Source: an optimization exercise on an open RTL-to-GDS flow (aim: small area, a short achievable clock period and few clock cycles per item). Production flows keep margins and buffers that such runs may drop. In this exercise RTL edits were held to simulation tests only and were not proved equivalent to the original.

==> flow/design.v, too long to show whole: its modules and the start of the top module <==
// module running_sample_statistics: 1626 lines
module running_sample_statistics
(
    input  logic        clk,
    input  logic        rst_n,
    input  logic        in_valid,
    output logic        in_stall,
    input  logic [15:0] sample,
    output logic        out_valid,
    input  logic        out_stall,
    output logic [15:0] sample_total,
    output logic [23:0] mean_value,
    output logic [15:0] lowest_seen,
    output logic [15:0] highest_seen,
    output logic [22:0] std_deviation,
    output logic        dropped
);
  // ...
==> flow/run.sh <==
#!/bin/bash
# synth_recipe.tcl (not shown) runs the flow's synth.tcl, then flattens the netlist and writes it again
# the make line also repeats each setting of config.mk as NAME=value (left out here)
make -C /OpenROAD-flow-scripts/flow DESIGN_CONFIG=/design/flow/config.mk WORK_HOME=/design/flow/orfs CLKGATE_MAP_FILE= SYNTH_SCRIPT=/design/flow/synth_recipe.tcl finish
==> flow/config.mk <==
export PLATFORM = sky130hd
export DESIGN_NAME = running_sample_statistics
export DESIGN_NICKNAME = running_sample_statistics
export VERILOG_FILES = /design/flow/design.v
export SDC_FILE = /design/flow/constraint.sdc
export NUM_CORES = 4
export LEC_CHECK = 0
export CAP_MARGIN = 20
export CORE_MARGIN = 2
export CORE_UTILIZATION = 55
export GPL_TIMING_DRIVEN = 0
export SLEW_MARGIN = 20
==> flow/constraint.sdc <==
create_clock -name core_clock -period 11.0 [get_ports {clk}]
set_input_delay 2.2000 -clock core_clock [delete_from_list [all_inputs] [get_ports {clk}]]
set_output_delay 2.2000 -clock core_clock [all_outputs]
set_load 0.01 [all_outputs]
==> flow_metrics.py, run 1 <==
metrics = {
    "placed_design": {
        "gp_congestion": 0.916,
        "postPlaceCellArea_um2": 240000,
        "dpl.hpwl_um": 444000,
    },
    "timing": {
        "setup_tns_ns": 0,
        "fin_crit_sh_pct": 86.5,
        "maxSlewViolCount": 0,
        "fin_crit_ns": 9.52,
    },
    "detailed_routing": {
        "drtPass1Iterations": 6,
        "wl_per_cell_um": 20.3,
        "met3WireLength_um": 18600,
    },
    "logic_synthesis": {
        "synth_top_family_by_area": "adder cells",
        "yosys-mux-area-fraction_pct": 4.01,
        "synth_area_um2": 230000,
        "synth_commonest_cells": "edfxtp_1 (3,019), inv_1 (2,599), ha_1 (2,058), nand2_1 (1,874), a21oi_1 (1,330)",
        "syn_nets": 24500,
        "yosysTopAreaCellShare_pct": 39.3,
        "synth_compound_area_share_pct": 12.5,
    },
    "global_routing": {
        "grt_max_degree": 160,
        "grtUsageTotal_pct": 26.4,
        "gr-max-usage-layer": "met2",
        "grt_pass1_wl_um": 877000,
    },
    "floorplanning": {
        "dieHeight_um": 651,
    },
    "hold_path": {
        "whs_endpoint": "p16_x[2]",
    },
    "critical_path": {
        "crit_fanout": 10,
        "cpMostUsedCell": "o21ai_0",
        "end_kind": "flop",
        "r2r-end": "t1_mr[8]",
    },
    "cts": {
        "cts_hold_buffers": 0,
        "clkLatencyLatePin_ns": 0.97,
    },
    "run": {
        "maxCapViolCount": 0,
    },
    "finish": {
        "seq-cell-share_pct": 39.0,
        "dominant_cells": "multi-input gates",
    },
    "run_status": {
        "status": "timing/DRC/antenna clean",
    },
}
Testbench counts, summed over its fixed seeds: cycles 2,328, items 2,048.
==> inputs of run 2 (changes only) <==
--- a/flow/config.mk
+++ b/flow/config.mk
@@ -9,4 +9,3 @@
 export CORE_MARGIN = 2
-export CORE_UTILIZATION = 55
-export GPL_TIMING_DRIVEN = 0
+export CORE_UTILIZATION = 40
 export SLEW_MARGIN = 20
==> flow_metrics.py, run 2 <==
metrics = {
    "timing": {
        "worstMarginPinSlew_ns": 1.10,
        "hold_violations": 0,
        "fin_crit_ns": 8.24,
        "fin_crit_sh_pct": 74.9,
        "fmax_mhz": 121,
        "rsz0062_at_grt": "false",
        "finalClockSkew_ns": 0.0902,
        "fin_ws_ns": 2.76,
        "relSlewSlack_pct": 26.3,
        "maxSlewViolCount": 0,
        "final-setup-viol-count": 0,
    },
    "detailed_routing": {
        "wl_per_cell_um": 17.8,
        "drt_iter0_markers": 8277,
        "drtPass1Iterations": 8,
        "wl_um": 525000,
        "ant_nets": 0,
        "drc": 0,
        "vias": 153000,
        "avgViaCountPerCell": 5.17,
    },
    "cts": {
        "cts_tree": "done",
        "path_clk_slew_ns": 0.06,
        "numCtsBuffers": 382,
        "postCtsSetupBuffers": 0,
        "cts_sinks": 3325,
        "cts_hold_buffers": 0,
        "cts-resized-gates": 0,
        "htreeDepth": 5,
        "cts_root_buffer": "clkbuf_16",
        "clock_path_buffers": 4,
        "clkLatencyLatePin_ns": 1.02,
    },
    "hold_path": {
        "hold_path_depth": 0,
        "whs_endpoint": "p12_x[11]",
        "hold_class": "flop to flop",
        "min_from": "p11_x[11]",
    },
    "critical_path": {
        "end_kind": "flop",
        "worst_path_max_delay_cell": "nand2_1",
        "critPathKind": "flop to flop",
        "max_stage_delay_ns": 0.54,
        "cpMostUsedCell": "o21a_1",
        "r2r_slack_ns": 2.76,
        "cp.required_ns": 11.74,
        "cp_num_buf_inv": 4,
        "r2r-end": "p17_r[6]",
        "reg2reg_depth": 30,
        "crit_fanout": 19,
        "arrival_ns": 8.99,
        "r2r-start": "p16_q[0]",
        "startpoint_type": "flop",
        "critPathTopFamily": "compound AO/OA/AOI/OAI gates",
    },
    "floorplanning": {
        "fp-row-count": 278,
        "floorplan.initialDensity_pct": 40.2,
        "die_width_um": 763,
        "dieHeight_um": 763,
        "die_area_um2": 582000,
        "core_area_um2": 574000,
        "io_pins": 118,
    },
    "logic_synthesis": {
        "ys_ff_latch": 3325,
        "syn_nets": 24500,
        "syn_inst": 21400,
        "synth_commonest_cells": "edfxtp_1 (3,019), inv_1 (2,599), ha_1 (2,058), nand2_1 (1,874), a21oi_1 (1,330)",
        "synth-async-reset-ratio_pct": 9.20,
        "synthTopCellsByArea": "edfxtp_1 (39%), ha_1 (11%), fa_1 (9.2%)",
        "avgSynthCellArea_um2": 10.8,
        "ys_seq_area_share_pct": 42.7,
        "yosysTopAreaCellShare_pct": 39.3,
        "synth_top_cell_by_area": "edfxtp_1",
        "synth_edf_count": 3019,
        "yosysMostFrequentCell": "edfxtp_1",
        "yosysUniqueCellTypes": 112,
        "synth_area_um2": 230000,
        "yosysWarnings": 1,
        "dominantRegCellSynth": "edfxtp_1",
    },
    "finish": {
        "drive_above_1_share_pct": 7.97,
        "final_common_cell": "edfxtp_1",
        "final_cell_mix": "edfxtp_1 (3,019), inv_1 (2,598), ha_1 (2,058), nand2_1 (1,872), a21oi_1 (1,329)",
        "final_net_count": 24700,
        "design_area_um2": 254000,
        "largestRegisters": "out_r (96), sk_r (96), d_h (62)",
        "final_core_util_pct": 44.3,
        "syn2layout_area_growth_pct": 10.2,
        "fillers": 53300,
    },
    "global_routing": {
        "grt_max_degree": 201,
        "grt_pass1_wl_um": 834000,
        "grt_pass1_vias": 152000,
        "grtUsageTotal_pct": 17.6,
        "grt_overflow": 0,
        "antenna_found_initial": 6,
    },
    "run": {
        "maxCapViolCount": 0,
    },
    "placed_design": {
        "postPlaceCellArea_um2": 241000,
        "place_ws_ns": 2.67,
        "io_buffers": 117,
        "gp_congestion": 0.862,
        "dpl.hpwl_um": 400000,
    },
    "run_status": {
        "status": "timing/DRC/antenna clean",
    },
}
-- run 2: cell counts after synthesis --
No cell type changed its count.
-- run 2: layout make-up --
type | instances | area, um^2 | area share, %
well taps | 7560 | 9460 | 3.73
clock buffers | 454 | 9980 | 3.93
diodes | 4 | 10.0 | 0.00394
multi-input cells | 15000 | 121000 | 47.5
flip-flops and latches | 3325 | 98300 | 38.7
clock inverters | 254 | 3160 | 1.24
inverters | 2609 | 9810 | 3.86
repair buffers | 280 | 2530 | 0.997
-- run 2: worst register-to-register path: cells and delay by family, from the launching register on --
kind | cells | cell delay, ns
AO/OA/AOI/OAI | 18 | 4.29
adder cells (fa/ha/maj) | 3 | 0.88
buffers and inverters | 4 | 0.79
flip-flops | 1 | 0.39
multiplexers | 2 | 0.84
AND/OR/NAND/NOR | 3 | 0.82
-- run 2: routing by layer --
| metal | up-vias | track usage [%] | wire (um) | share of wire [%] |
|---|---|---|---|---|
| li1 | 75500 | - | - | - |
| met1 | 74000 | 22.4 | 228000 | 43 |
| met2 | 2281 | 31.8 | 263000 | 50 |
| met3 | 786 | 1.65 | 16200 | 3.1 |
| met4 | 0 | 5.37 | 17500 | 3.3 |
| met5 | - | 0 | 0 | 0 |
-- run 2: worst max-delay path by stage --
| stage | cells past startpoint | slack, ns | start | to |
|---|---|---|---|---|
| 3_3_place_gp | 30 | 2.73 | p16_q[0] | p17_r[6] |
| 6_report | 30 | 2.76 | p16_q[0] | p17_r[6] |
| 3_5_place_dp | 30 | 2.67 | p16_q[0] | p17_r[6] |
| 2_1_floorplan | 6 | -0.30 | sk_v | out_r[0] |
| 5_1_grt | 30 | 1.92 | p16_q[0] | p17_r[6] |
| 4_1_cts | 30 | 2.62 | p16_q[0] | p17_r[6] |
-- run 2: kinds of logic (layout without fill, tap and decap cells) --
family          after synthesis  count (layout)  share of synthesized area, %
compound gates             4547            4547                          12.5
simple gates               5213            5213                          10.5
flops                      3325            3325                          42.7
mux                         828             828                          4.01
xor+xnor                   1302            1302                          4.95
other cells                   0               4                             0
buf+inv                    3076            3597                          5.05
fa+ha+maj                  3114            3114                          20.4
-- run 2: through the flow --
step | hold WS, ns | setup TNS, ns | cells
2_1_floorplan | 0.400 | -35.77 | 21400
3_3_place_gp | 0.401 | 0 | 28800
3_5_place_dp | 0.405 | 0 | 28800
4_1_cts | 0.363 | 0 | 29500
5_1_grt | 0.384 | 0 | 29500
6_report | 0.373 | 0 | 29500

[afterwards: timing with drivers on the ports]
How much do the figures lean on ideal ports? The routed layouts below were timed once more, with nothing changed but the port constraints.
Step 1, drivers: a clkbuf_16 drives clk and a buf_2 each remaining input, both assumed.
Step 2 moves the port delays by t, midway between the first and last clock arrival at a register: inputs arrive t later, outputs are due t later. That takes back most of the time a late clock gives input paths.
Three values: ideal ports, drivers, drivers and shift; two values: the first two.
| run | t, ns | slack for setup (ns) | worst slew at a driven data input, ns |
|---|---|---|---|
| run 1 | 1.069 | 1.480 / 1.480 / 1.480 | 0.05 |
| run 2 | 1.094 | 2.757 / 2.757 / 2.757 | 0.06 |
After both steps every run listed still meets setup and hold.
